This is an optimization exercise on Yosys and OpenROAD, whose aim is small area, a short achievable clock period and few clock cycles, not a production implementation.

==> job 253: inputs <==
==> flow/design.v <==
`timescale 1ns/1ps
`default_nettype none
package binning_pkg;
  localparam int WEIGHT_W    = 32;   
  localparam int ADDR_W      = 32;
  localparam int LEN_W       = 20;   
  localparam int BIN_FIELD_W = 8;    
  localparam int CNT_FIELD_W = 12;
  typedef enum logic {
    FLUSH_ONE_BIN,
    FLUSH_FINAL
  } flush_kind_e;
  typedef enum logic [2:0] {
    CTRL_IDLE, CTRL_RECEIVE, CTRL_SORT, CTRL_FLUSH_ONE, CTRL_FLUSH_ALL, CTRL_FINISH
  } ctrl_state_e;
  typedef enum logic [2:0] {
    WR_IDLE, WR_REQUEST, WR_WAIT_ACK, WR_SEND_BEATS, WR_WAIT_CMPLT, WR_NEXT_BIN
  } writer_state_e;
  typedef struct packed {
    logic                   valid;
    flush_kind_e            kind;
    logic [BIN_FIELD_W-1:0] bin;
    logic [CNT_FIELD_W-1:0] count;   
  } bin_cmd_t;
  typedef struct packed {
    logic              req;
    logic [ADDR_W-1:0] addr;
    logic [LEN_W-1:0]  len;
  } bus_cmd_t;
  typedef struct packed {
    logic [WEIGHT_W-1:0] data;
    logic                sof_n;
    logic                eof_n;
    logic                src_rdy_n;
  } wr_beat_t;
endpackage
`default_nettype wire
`timescale 1ns/1ps
`default_nettype none
module weight_binner #(
  parameter int                             NUM_BINS         = 16,   
  parameter int                             BIN_DEPTH        = 8,
  parameter int                             BLOCK_WEIGHTS    = 64,
  parameter logic [binning_pkg::ADDR_W-1:0] DRAM_BASE        = 32'h8000_0000,
  parameter int                             BIN_REGION_BYTES = 1024
) (
  input  wire                             Clk,
  input  wire                             arst_n,
  input  wire                             stream_valid,
  input  wire [binning_pkg::WEIGHT_W-1:0] stream_data,
  output logic                            stream_ready,
  input  wire                             start,
  output logic                            done,
  output logic                            bus_cmd_req,
  output logic [binning_pkg::ADDR_W-1:0]  bus_cmd_addr,
  output logic [binning_pkg::LEN_W-1:0]   bus_cmd_len,
  output logic [binning_pkg::WEIGHT_W-1:0] wr_beat_data,
  output logic                            wr_beat_sof_n,
  output logic                            wr_beat_eof_n,
  output logic                            wr_beat_src_rdy_n,
  input  wire                             cmd_ack,
  input  wire                             cmd_cmplt,
  input  wire                             dst_rdy_n
);
  localparam int WW    = binning_pkg::WEIGHT_W;
  localparam int AW    = binning_pkg::ADDR_W;
  localparam int LW    = binning_pkg::LEN_W;
  localparam int NS    = BLOCK_WEIGHTS;            
  localparam int SW    = $clog2(NS);
  localparam int BW    = $clog2(NUM_BINS);
  localparam int DW    = $clog2(BIN_DEPTH);        
  localparam int KW    = SW - DW;                  
  localparam int NW    = DW + 1;                   
  localparam int FQ    = 3;                        
  logic          busy;
  logic          ready_q;
  logic [SW-1:0] acnt;         
  logic [SW-1:0] wptr;         
  logic [WW-1:0] in_data_q;    
  logic          in_acc_q;     
  logic          in_vld_q;
  logic          last_seen;    
  logic          last_fired;   
  logic          last_taken;
  logic          accept;
  logic          peek;
  logic          proc;         
  logic [BW-1:0] p_bin;
  assign accept = stream_valid && ready_q;
  assign peek   = busy && in_vld_q && !in_acc_q && (acnt == SW'(NS - 1)) && !last_seen &&
                  (32'(fq_n) + 32'(f_v) < FQ);
  assign proc   = in_acc_q || peek;
  assign p_bin  = in_data_q[WW-1 -: BW];
  assign stream_ready = ready_q;
  logic [SW-1:0] cnt [NUM_BINS];    
  logic [SW-1:0] p_cnt;
  logic          fill;
  assign p_cnt = cnt[p_bin];
  assign fill  = proc && (p_cnt[DW-1:0] == DW'(BIN_DEPTH - 1));
  logic          f_v;
  logic [BW-1:0] f_bin;
  logic [KW-1:0] f_k;
  logic [BW-1:0] fq_bin [FQ];
  logic [KW-1:0] fq_k   [FQ];
  logic [1:0]    fq_n;
  logic          req_q;
  logic [BW-1:0] cb_bin;
  logic [KW-1:0] cb_k;
  logic [NW-1:0] cb_n;
  logic          cb_taken;     
  logic          await_cmplt;
  logic [BW:0]   rb;           
  logic          rdone;        
  logic          ld_q;         
  logic          ld_fill;      
  logic          ld_res;       
  logic          res_found;
  logic [BW-1:0] res_bin;
  logic [NUM_BINS-1:0] res_mask;
  always_comb begin
    res_found = 1'b0;
    res_bin   = '0;
    for (int b = NUM_BINS - 1; b >= 0; b--) begin
      res_mask[b] = (cnt[b][DW-1:0] != '0) && ((BW+1)'(b) >= rb);
      if (res_mask[b]) begin
        res_found = 1'b1;
        res_bin   = BW'(b);
      end
    end
  end
  assign ld_q    = !req_q && (fq_n != 2'd0);
  assign ld_fill = !req_q && (fq_n == 2'd0) && f_v;
  assign ld_res  = !req_q && (fq_n == 2'd0) && !f_v && last_seen && !rdone && res_found;
  assign bus_cmd_req  = req_q;
  assign bus_cmd_addr = DRAM_BASE + AW'(cb_bin) * AW'(BIN_REGION_BYTES) +
                        AW'(cb_k) * AW'(BIN_DEPTH * 4);
  assign bus_cmd_len  = LW'({cb_n, 2'b00});
  logic [WW-1:0] slot  [NS-1];
  logic [NS-2:0] valid;         
  logic [NS-1:0] avail;
  logic [NS-1:0] match;
  logic          cand_found;
  logic [SW-1:0] cand;
  logic          pb_act;        
  logic [BW-1:0] pb_bin;
  logic [NW-1:0] pb_left;       
  logic          pb_first;
  logic          hv;            
  logic [SW-1:0] h_idx;
  logic          h_sof;
  logic          h_eof;
  logic [BW-1:0] h_bin;
  logic          out_v;
  logic          open_q;        
  logic          src_rdy_n_q;
  logic [WW-1:0] out_data;
  logic          out_sof;
  logic          out_eof;
  logic          xfer;
  logic          out_take;
  logic          head_take;
  logic          pb_load;
  logic [WW-1:0] h_data;
  logic          open_nxt;
  logic          out_v_nxt;
  logic          cmd_xfer;
  assign avail = {last_seen && !last_fired, valid};
  always_comb begin
    cand_found = 1'b0;
    cand       = '0;
    for (int i = NS - 1; i >= 0; i--) begin
      match[i] = avail[i] && (((i == NS - 1) ? in_data_q[WW-1 -: BW] : slot[i][WW-1 -: BW]) == pb_bin);
      if (match[i]) begin
        cand_found = 1'b1;
        cand       = SW'(i);
      end
    end
  end
  assign h_data = {h_bin, (h_idx == SW'(NS - 1)) ? in_data_q[WW-BW-1:0] : slot[h_idx][WW-BW-1:0]};
  assign xfer      = !src_rdy_n_q && !dst_rdy_n;
  assign cmd_xfer  = req_q && cmd_ack;
  assign out_take  = hv && (!out_v || xfer);
  assign head_take = (pb_left != '0) && (!hv || out_take);
  assign pb_load   = (pb_left == '0) && req_q && !cb_taken;
  assign open_nxt  = (open_q && !(xfer && out_eof)) || cmd_xfer;
  assign out_v_nxt = out_take || (out_v && !xfer);
  assign wr_beat_data      = out_data;
  assign wr_beat_sof_n     = !out_sof;
  assign wr_beat_eof_n     = !out_eof;
  assign wr_beat_src_rdy_n = src_rdy_n_q;
  always_ff @(posedge Clk) begin
    in_data_q <= stream_data;
    if (in_acc_q) begin
      slot[wptr[SW-1:0]] <= in_data_q;
    end
    if (out_take) begin
      out_data <= h_data;
    end
  end
  always_ff @(posedge Clk or negedge arst_n) begin
    if (!arst_n) begin
      busy        <= 1'b0;
      ready_q     <= 1'b0;
      acnt        <= '0;
      wptr        <= '0;
      in_acc_q    <= 1'b0;
      in_vld_q    <= 1'b0;
      last_seen   <= 1'b0;
      last_fired  <= 1'b0;
      last_taken  <= 1'b0;
      for (int b = 0; b < NUM_BINS; b++) cnt[b] <= '0;
      for (int q = 0; q < FQ; q++) begin
        fq_bin[q] <= '0;
        fq_k[q]   <= '0;
      end
      fq_n        <= '0;
      f_v         <= 1'b0;
      f_bin       <= '0;
      f_k         <= '0;
      req_q       <= 1'b0;
      cb_bin      <= '0;
      cb_k        <= '0;
      cb_n        <= '0;
      cb_taken    <= 1'b0;
      await_cmplt <= 1'b0;
      rb          <= '0;
      rdone       <= 1'b0;
      valid       <= '0;
      pb_act      <= 1'b0;
      pb_bin      <= '0;
      pb_left     <= '0;
      pb_first    <= 1'b0;
      hv          <= 1'b0;
      h_idx       <= '0;
      h_sof       <= 1'b0;
      h_eof       <= 1'b0;
      h_bin       <= '0;
      out_v       <= 1'b0;
      out_sof     <= 1'b0;
      out_eof     <= 1'b0;
      open_q      <= 1'b0;
      src_rdy_n_q <= 1'b1;
      done        <= 1'b0;
    end else begin
      in_vld_q <= stream_valid;
      in_acc_q <= accept && (acnt != SW'(NS - 1));
      done     <= 1'b0;
      if (start && !busy) begin
        busy    <= 1'b1;
        ready_q <= 1'b1;
        acnt    <= '0;
        wptr    <= '0;
        rb      <= '0;
        rdone   <= 1'b0;
        for (int b = 0; b < NUM_BINS; b++) cnt[b] <= '0;
      end else begin
        if (accept) begin
          if (acnt != SW'(NS - 1)) acnt <= acnt + 1'b1;
        end
        if (acnt == SW'(NS - 1)) begin
          ready_q <= last_fired && !last_taken && !ready_q &&
                     !(hv && h_idx == SW'(NS - 1));
        end else begin
          ready_q <= busy && !(accept && acnt == SW'(NS - 2)) &&
                     (32'(fq_n) - 32'(ld_q) + 32'(f_v && !ld_fill) + 32'(fill) + 32'(accept) < FQ);
        end
        if (accept && acnt == SW'(NS - 1)) begin
          last_taken <= 1'b1;
        end
        if (in_acc_q) begin
          wptr        <= wptr + 1'b1;
          valid[wptr] <= 1'b1;
        end
        if (proc) begin
          cnt[p_bin] <= p_cnt + 1'b1;
        end
        if (peek) begin
          last_seen <= 1'b1;
        end
      end
      for (int q = 0; q < FQ; q++) begin
        if (f_v && !ld_fill && 32'(fq_n) - 32'(ld_q) == q) begin
          fq_bin[q] <= f_bin;
          fq_k[q]   <= f_k;
        end else if (ld_q && q < FQ - 1) begin
          fq_bin[q] <= fq_bin[q+1];
          fq_k[q]   <= fq_k[q+1];
        end
      end
      fq_n <= fq_n + 2'(f_v && !ld_fill) - 2'(ld_q);
      f_v  <= fill;
      if (fill) begin
        f_bin <= p_bin;
        f_k   <= p_cnt[SW-1:DW];
      end
      if (cmd_xfer) begin
        req_q       <= 1'b0;
        await_cmplt <= 1'b1;
      end
      if (cmd_cmplt) begin
        await_cmplt <= 1'b0;
      end
      if (ld_q) begin
        req_q    <= 1'b1;
        cb_bin   <= fq_bin[0];
        cb_k     <= fq_k[0];
        cb_n     <= NW'(BIN_DEPTH);
        cb_taken <= 1'b0;
      end else if (ld_fill) begin
        req_q    <= 1'b1;
        cb_bin   <= f_bin;
        cb_k     <= f_k;
        cb_n     <= NW'(BIN_DEPTH);
        cb_taken <= 1'b0;
      end else if (ld_res) begin
        req_q    <= 1'b1;
        cb_bin   <= res_bin;
        cb_k     <= cnt[res_bin][SW-1:DW];
        cb_n     <= NW'(cnt[res_bin][DW-1:0]);
        cb_taken <= 1'b0;
        rb       <= (BW+1)'(res_bin) + 1'b1;
      end else if (!req_q && fq_n == 2'd0 && !f_v && last_seen && !rdone && !res_found) begin
        rdone <= 1'b1;
      end
      if (pb_load) begin
        cb_taken <= 1'b1;
      end
      if (busy && rdone && !req_q && await_cmplt && cmd_cmplt) begin
        done       <= 1'b1;
        busy       <= 1'b0;
        last_seen  <= 1'b0;
        last_fired <= 1'b0;
        last_taken <= 1'b0;
      end
      if (pb_load) begin
        pb_bin   <= cb_bin;
        pb_left  <= cb_n;
        pb_first <= 1'b1;
      end
      if (head_take) begin
        hv       <= 1'b1;
        h_idx    <= cand;
        h_sof    <= pb_first;
        h_eof    <= (pb_left == NW'(1));
        h_bin    <= pb_bin;
        pb_left  <= pb_left - 1'b1;
        pb_first <= 1'b0;
        if (cand == SW'(NS - 1)) begin
          last_fired <= 1'b1;
        end else begin
          valid[cand[SW-1:0]] <= 1'b0;
        end
      end else if (out_take) begin
        hv <= 1'b0;
      end
      if (out_take) begin
        out_sof <= h_sof;
        out_eof <= h_eof;
      end
      out_v       <= out_v_nxt;
      open_q      <= open_nxt;
      src_rdy_n_q <= !(open_nxt && out_v_nxt);
    end
  end
endmodule
`default_nettype wire
==> flow/run.sh <==
#!/bin/bash
# synth_recipe.tcl (not shown) runs the flow's synth.tcl, then flattens the netlist and writes it again
# the make line also repeats each setting of config.mk as NAME=value (left out here)
make -C /OpenROAD-flow-scripts/flow DESIGN_CONFIG=/design/flow/config.mk WORK_HOME=/design/flow/orfs CLKGATE_MAP_FILE= SYNTH_SCRIPT=/design/flow/synth_recipe.tcl finish
==> flow/config.mk <==
export PLATFORM = sky130hd
export DESIGN_NAME = weight_binner
export DESIGN_NICKNAME = weight_binner
export VERILOG_FILES = /design/flow/design.v
export SDC_FILE = /design/flow/constraint.sdc
export NUM_CORES = 4
export LEC_CHECK = 0
export ABC_CLOCK_PERIOD_IN_PS = 3000
export CAP_MARGIN = 20
export CORE_MARGIN = 2
export CORE_UTILIZATION = 50
export SETUP_SLACK_MARGIN = 4.8
export SLEW_MARGIN = 20
export SYNTH_MEMORY_MAX_BITS = 8192
==> flow/constraint.sdc <==
create_clock -name core_clock -period 8.0 [get_ports {Clk}]
set_input_delay 1.6000 -clock core_clock [delete_from_list [all_inputs] [get_ports {Clk}]]
set_output_delay 1.6000 -clock core_clock [all_outputs]
set_load 0.01 [all_outputs]
==> inputs of job 5991, as changes to job 253 <==
==> flow/design.v, changed modules only <==
module weight_binner #(
  parameter int                             NUM_BINS         = 16,   
  parameter int                             BIN_DEPTH        = 8,
  parameter int                             BLOCK_WEIGHTS    = 64,
  parameter logic [binning_pkg::ADDR_W-1:0] DRAM_BASE        = 32'h8000_0000,
  parameter int                             BIN_REGION_BYTES = 1024
) (
  input  wire                             Clk,
  input  wire                             arst_n,
  input  wire                             stream_valid,
  input  wire [binning_pkg::WEIGHT_W-1:0] stream_data,
  output logic                            stream_ready,
  input  wire                             start,
  output logic                            done,
  output logic                            bus_cmd_req,
  output logic [binning_pkg::ADDR_W-1:0]  bus_cmd_addr,
  output logic [binning_pkg::LEN_W-1:0]   bus_cmd_len,
  output logic [binning_pkg::WEIGHT_W-1:0] wr_beat_data,
  output logic                            wr_beat_sof_n,
  output logic                            wr_beat_eof_n,
  output logic                            wr_beat_src_rdy_n,
  input  wire                             cmd_ack,
  input  wire                             cmd_cmplt,
  input  wire                             dst_rdy_n
);
  localparam int WW    = binning_pkg::WEIGHT_W;
  localparam int AW    = binning_pkg::ADDR_W;
  localparam int LW    = binning_pkg::LEN_W;
  localparam int NS    = BLOCK_WEIGHTS;            
  localparam int SW    = $clog2(NS);
  localparam int BW    = $clog2(NUM_BINS);
  localparam int DW    = $clog2(BIN_DEPTH);        
  localparam int KW    = SW - DW;                  
  localparam int NW    = DW + 1;                   
  localparam int FQ    = 2;                        
  logic          busy;
  logic          ready_q;
  logic [SW-1:0] acnt;         
  logic [SW-1:0] wptr;         
  logic [WW-1:0] in_data_q;    
  logic          in_acc_q;     
  logic          in_vld_q;
  logic          last_seen;    
  logic          last_fired;   
  logic          last_taken;
  logic          accept;
  logic          peek;
  logic          proc;         
  logic [BW-1:0] p_bin;
  assign accept = stream_valid && ready_q;
  assign peek   = busy && in_vld_q && !in_acc_q && (acnt == SW'(NS - 1)) && !last_seen &&
                  (32'(fq_n) < FQ);
  assign proc   = in_acc_q || peek;
  assign p_bin  = in_data_q[WW-1 -: BW];
  assign stream_ready = ready_q;
  logic [SW-1:0] cnt [NUM_BINS];    
  logic [SW-1:0] p_cnt;
  logic          fill;
  assign p_cnt = cnt[p_bin];
  assign fill  = proc && (p_cnt[DW-1:0] == DW'(BIN_DEPTH - 1));
  logic [BW-1:0] fq_bin [FQ];
  logic [KW-1:0] fq_k   [FQ];
  logic [1:0]    fq_n;
  logic          req_q;
  logic [BW-1:0] cb_bin;
  logic [KW-1:0] cb_k;
  logic [NW-1:0] cb_n;
  logic          cb_taken;     
  logic          await_cmplt;
  logic [BW:0]   rb;           
  logic          rdone;        
  logic          ld_q;         
  logic          ld_fill;      
  logic          ld_res;       
  logic          res_found;
  logic [BW-1:0] res_bin;
  logic [NUM_BINS-1:0] res_mask;
  always_comb begin
    res_found = 1'b0;
    res_bin   = '0;
    for (int b = NUM_BINS - 1; b >= 0; b--) begin
      res_mask[b] = (cnt[b][DW-1:0] != '0) && ((BW+1)'(b) >= rb);
      if (res_mask[b]) begin
        res_found = 1'b1;
        res_bin   = BW'(b);
      end
    end
  end
  assign ld_q    = !req_q && (fq_n != 2'd0);
  assign ld_fill = !req_q && (fq_n == 2'd0) && fill;
  assign ld_res  = !req_q && (fq_n == 2'd0) && last_seen && !rdone && res_found;
  assign bus_cmd_req  = req_q;
  assign bus_cmd_addr = DRAM_BASE + AW'(cb_bin) * AW'(BIN_REGION_BYTES) +
                        AW'(cb_k) * AW'(BIN_DEPTH * 4);
  assign bus_cmd_len  = LW'({cb_n, 2'b00});
  logic [WW-1:0] slot  [NS-1];
  logic [NS-2:0] valid;         
  logic [NS-1:0] avail;
  logic [NS-1:0] match;
  logic          cand_found;
  logic [SW-1:0] cand;
  logic          pb_act;        
  logic [BW-1:0] pb_bin;
  logic [NW-1:0] pb_left;       
  logic          pb_first;
  logic          hv;            
  logic [SW-1:0] h_idx;
  logic          h_sof;
  logic          h_eof;
  logic          out_v;
  logic          open_q;        
  logic          src_rdy_n_q;
  logic [WW-1:0] out_data;
  logic          out_sof;
  logic          out_eof;
  logic          xfer;
  logic          out_take;
  logic          head_take;
  logic          pb_load;
  logic [WW-1:0] h_data;
  logic          open_nxt;
  logic          out_v_nxt;
  logic          cmd_xfer;
  assign avail = {last_seen && !last_fired, valid};
  always_comb begin
    cand_found = 1'b0;
    cand       = '0;
    for (int i = NS - 1; i >= 0; i--) begin
      match[i] = avail[i] && (((i == NS - 1) ? in_data_q[WW-1 -: BW] : slot[i][WW-1 -: BW]) == pb_bin);
      if (match[i]) begin
        cand_found = 1'b1;
        cand       = SW'(i);
      end
    end
  end
  assign h_data = (h_idx == SW'(NS - 1)) ? in_data_q : slot[h_idx[SW-1:0]];
  assign xfer      = !src_rdy_n_q && !dst_rdy_n;
  assign cmd_xfer  = req_q && cmd_ack;
  assign out_take  = hv && (!out_v || xfer);
  assign head_take = (pb_left != '0) && (!hv || out_take);
  assign pb_load   = (pb_left == '0) && req_q && !cb_taken;
  assign open_nxt  = (open_q && !(xfer && out_eof)) || cmd_xfer;
  assign out_v_nxt = out_take || (out_v && !xfer);
  assign wr_beat_data      = out_data;
  assign wr_beat_sof_n     = !out_sof;
  assign wr_beat_eof_n     = !out_eof;
  assign wr_beat_src_rdy_n = src_rdy_n_q;
  always_ff @(posedge Clk) begin
    in_data_q <= stream_data;
    if (in_acc_q) begin
      slot[wptr[SW-1:0]] <= in_data_q;
    end
    if (out_take) begin
      out_data <= h_data;
    end
  end
  always_ff @(posedge Clk or negedge arst_n) begin
    if (!arst_n) begin
      busy        <= 1'b0;
      ready_q     <= 1'b0;
      acnt        <= '0;
      wptr        <= '0;
      in_acc_q    <= 1'b0;
      in_vld_q    <= 1'b0;
      last_seen   <= 1'b0;
      last_fired  <= 1'b0;
      last_taken  <= 1'b0;
      for (int b = 0; b < NUM_BINS; b++) cnt[b] <= '0;
      for (int q = 0; q < FQ; q++) begin
        fq_bin[q] <= '0;
        fq_k[q]   <= '0;
      end
      fq_n        <= '0;
      req_q       <= 1'b0;
      cb_bin      <= '0;
      cb_k        <= '0;
      cb_n        <= '0;
      cb_taken    <= 1'b0;
      await_cmplt <= 1'b0;
      rb          <= '0;
      rdone       <= 1'b0;
      valid       <= '0;
      pb_act      <= 1'b0;
      pb_bin      <= '0;
      pb_left     <= '0;
      pb_first    <= 1'b0;
      hv          <= 1'b0;
      h_idx       <= '0;
      h_sof       <= 1'b0;
      h_eof       <= 1'b0;
      out_v       <= 1'b0;
      out_sof     <= 1'b0;
      out_eof     <= 1'b0;
      open_q      <= 1'b0;
      src_rdy_n_q <= 1'b1;
      done        <= 1'b0;
    end else begin
      in_vld_q <= stream_valid;
      in_acc_q <= accept && (acnt != SW'(NS - 1));
      done     <= 1'b0;
      if (start && !busy) begin
        busy    <= 1'b1;
        ready_q <= 1'b1;
        acnt    <= '0;
        wptr    <= '0;
        rb      <= '0;
        rdone   <= 1'b0;
        for (int b = 0; b < NUM_BINS; b++) cnt[b] <= '0;
      end else begin
        if (accept) begin
          if (acnt != SW'(NS - 1)) acnt <= acnt + 1'b1;
        end
        if (acnt == SW'(NS - 1)) begin
          ready_q <= last_fired && !last_taken && !ready_q &&
                     !(hv && h_idx == SW'(NS - 1));
        end else begin
          ready_q <= busy && !(accept && acnt == SW'(NS - 2)) &&
                     (32'(fq_n) + 32'(fill && !ld_fill) - 32'(ld_q) + 32'(accept) < FQ);
        end
        if (accept && acnt == SW'(NS - 1)) begin
          last_taken <= 1'b1;
        end
        if (in_acc_q) begin
          wptr        <= wptr + 1'b1;
          valid[wptr] <= 1'b1;
        end
        if (proc) begin
          cnt[p_bin] <= p_cnt + 1'b1;
        end
        if (peek) begin
          last_seen <= 1'b1;
        end
      end
      for (int q = 0; q < FQ; q++) begin
        if (fill && !ld_fill && 32'(fq_n) - 32'(ld_q) == q) begin
          fq_bin[q] <= p_bin;
          fq_k[q]   <= p_cnt[SW-1:DW];
        end else if (ld_q && q < FQ - 1) begin
          fq_bin[q] <= fq_bin[q+1];
          fq_k[q]   <= fq_k[q+1];
        end
      end
      fq_n <= fq_n + 2'(fill && !ld_fill) - 2'(ld_q);
      if (cmd_xfer) begin
        req_q       <= 1'b0;
        await_cmplt <= 1'b1;
      end
      if (cmd_cmplt) begin
        await_cmplt <= 1'b0;
      end
      if (ld_q) begin
        req_q    <= 1'b1;
        cb_bin   <= fq_bin[0];
        cb_k     <= fq_k[0];
        cb_n     <= NW'(BIN_DEPTH);
        cb_taken <= 1'b0;
      end else if (ld_fill) begin
        req_q    <= 1'b1;
        cb_bin   <= p_bin;
        cb_k     <= p_cnt[SW-1:DW];
        cb_n     <= NW'(BIN_DEPTH);
        cb_taken <= 1'b0;
      end else if (ld_res) begin
        req_q    <= 1'b1;
        cb_bin   <= res_bin;
        cb_k     <= cnt[res_bin][SW-1:DW];
        cb_n     <= NW'(cnt[res_bin][DW-1:0]);
        cb_taken <= 1'b0;
        rb       <= (BW+1)'(res_bin) + 1'b1;
      end else if (!req_q && fq_n == 2'd0 && last_seen && !rdone && !res_found) begin
        rdone <= 1'b1;
      end
      if (pb_load) begin
        cb_taken <= 1'b1;
      end
      if (busy && rdone && !req_q && await_cmplt && cmd_cmplt) begin
        done       <= 1'b1;
        busy       <= 1'b0;
        last_seen  <= 1'b0;
        last_fired <= 1'b0;
        last_taken <= 1'b0;
      end
      if (pb_load) begin
        pb_bin   <= cb_bin;
        pb_left  <= cb_n;
        pb_first <= 1'b1;
      end
      if (head_take) begin
        hv       <= 1'b1;
        h_idx    <= cand;
        h_sof    <= pb_first;
        h_eof    <= (pb_left == NW'(1));
        pb_left  <= pb_left - 1'b1;
        pb_first <= 1'b0;
        if (cand == SW'(NS - 1)) begin
          last_fired <= 1'b1;
        end else begin
          valid[cand[SW-1:0]] <= 1'b0;
        end
      end else if (out_take) begin
        hv <= 1'b0;
      end
      if (out_take) begin
        out_sof <= h_sof;
        out_eof <= h_eof;
      end
      out_v       <= out_v_nxt;
      open_q      <= open_nxt;
      src_rdy_n_q <= !(open_nxt && out_v_nxt);
    end
  end
endmodule
ABC_CLOCK_PERIOD_IN_PS = default   (was 3000)
CORE_UTILIZATION = 30   (was 50)
SETUP_SLACK_MARGIN = default   (was 4.8)
==> qor summary <==
| metric | job 253 | job 5991 |
|---|---|---|
| Met1 wire length | 117 mm | 119 mm |
| Simple logic cell fraction of the synthesized area | 0.0447 | 0.0442 |
| Result of the run | complete, no violations | complete, no violations |
| Area share of xor/xnor cells in the synthesized design | 0.0255 | 0.0252 |
| Starting Density | 0.502 | 0.302 |
| Transition at the pin with the smallest max-transition slack | 1.11 ns | 1.20 ns |
| CP Launch Point | pb_bin[0] | in_data_q[31] |
| Iteration count of the initial detailed-routing pass | 8 | 6 |
| Global routing usage summed across all routing layers | 0.285 | 0.168 |
| Nets@finish | 5942 | 5818 |
| Floorplan die area | 194000 um2 | 328000 um2 |
| Startpoint of the worst-slack reg-to-reg timing path | pb_bin[0] | in_data_q[31] |
| Total CTS buffers | 234 | 244 |
| Comb_multi_in | 2780 | 2863 |
| Seq/total area | 0.617 | 0.620 |
| Half-perimeter wire length after placement | 146 mm | 157 mm |
| Routing usage on met3 | 0.0424 | 0.0273 |
| Total of clock buffers placed in the layout | 308 | 302 |
| Rel. slew slack | 0.260 | 0.196 |
| Worst endpoint data arrival time | 4.82 ns | 6.14 ns |
| Endpoint with the worst hold slack | out_data[28] | h_eof |
| Layout Cell Area excl Fill | 113000 um2 | 111000 um2 |
| Pre-CTS setup slack | 2.85 ns | 2.66 ns |
| Highest metal used | met5 | met4 |
| Share of the core filled with cells in the final layout | 0.593 | 0.347 |
No run of this note included a check of the RTL's function; only the layout flow was run.

[static timing again, ports no longer ideal]
In the flow no input, the clock included, has a driving cell. The finished layouts below were timed again as built, in two steps. Step 1 sets driving cells, clkbuf_16 on the clock port and buf_2 on the other inputs (assumed; they add their load-dependent delay and slew). Step 2 moves the port delays by t, midway between the first and last clock arrival at a register: inputs arrive t later, outputs are due t later. That takes back most of the time a late clock gives input paths. a / b / c = ideal ports / drivers / drivers and shift; a / b = the first two.
run | t (ns) | setup WS [ns] | worst setup path at the end
job 253 | 0.928 | 3.940 / 3.940 / 3.539 | input to register
job 5991 | 0.953 | 2.534 / 2.534 / 2.534 | register to register
After both steps every run listed still meets setup and hold. The setup slack of job 253, which loses most, moves by 0.000 ns with the drivers and by -0.401 ns with both steps.
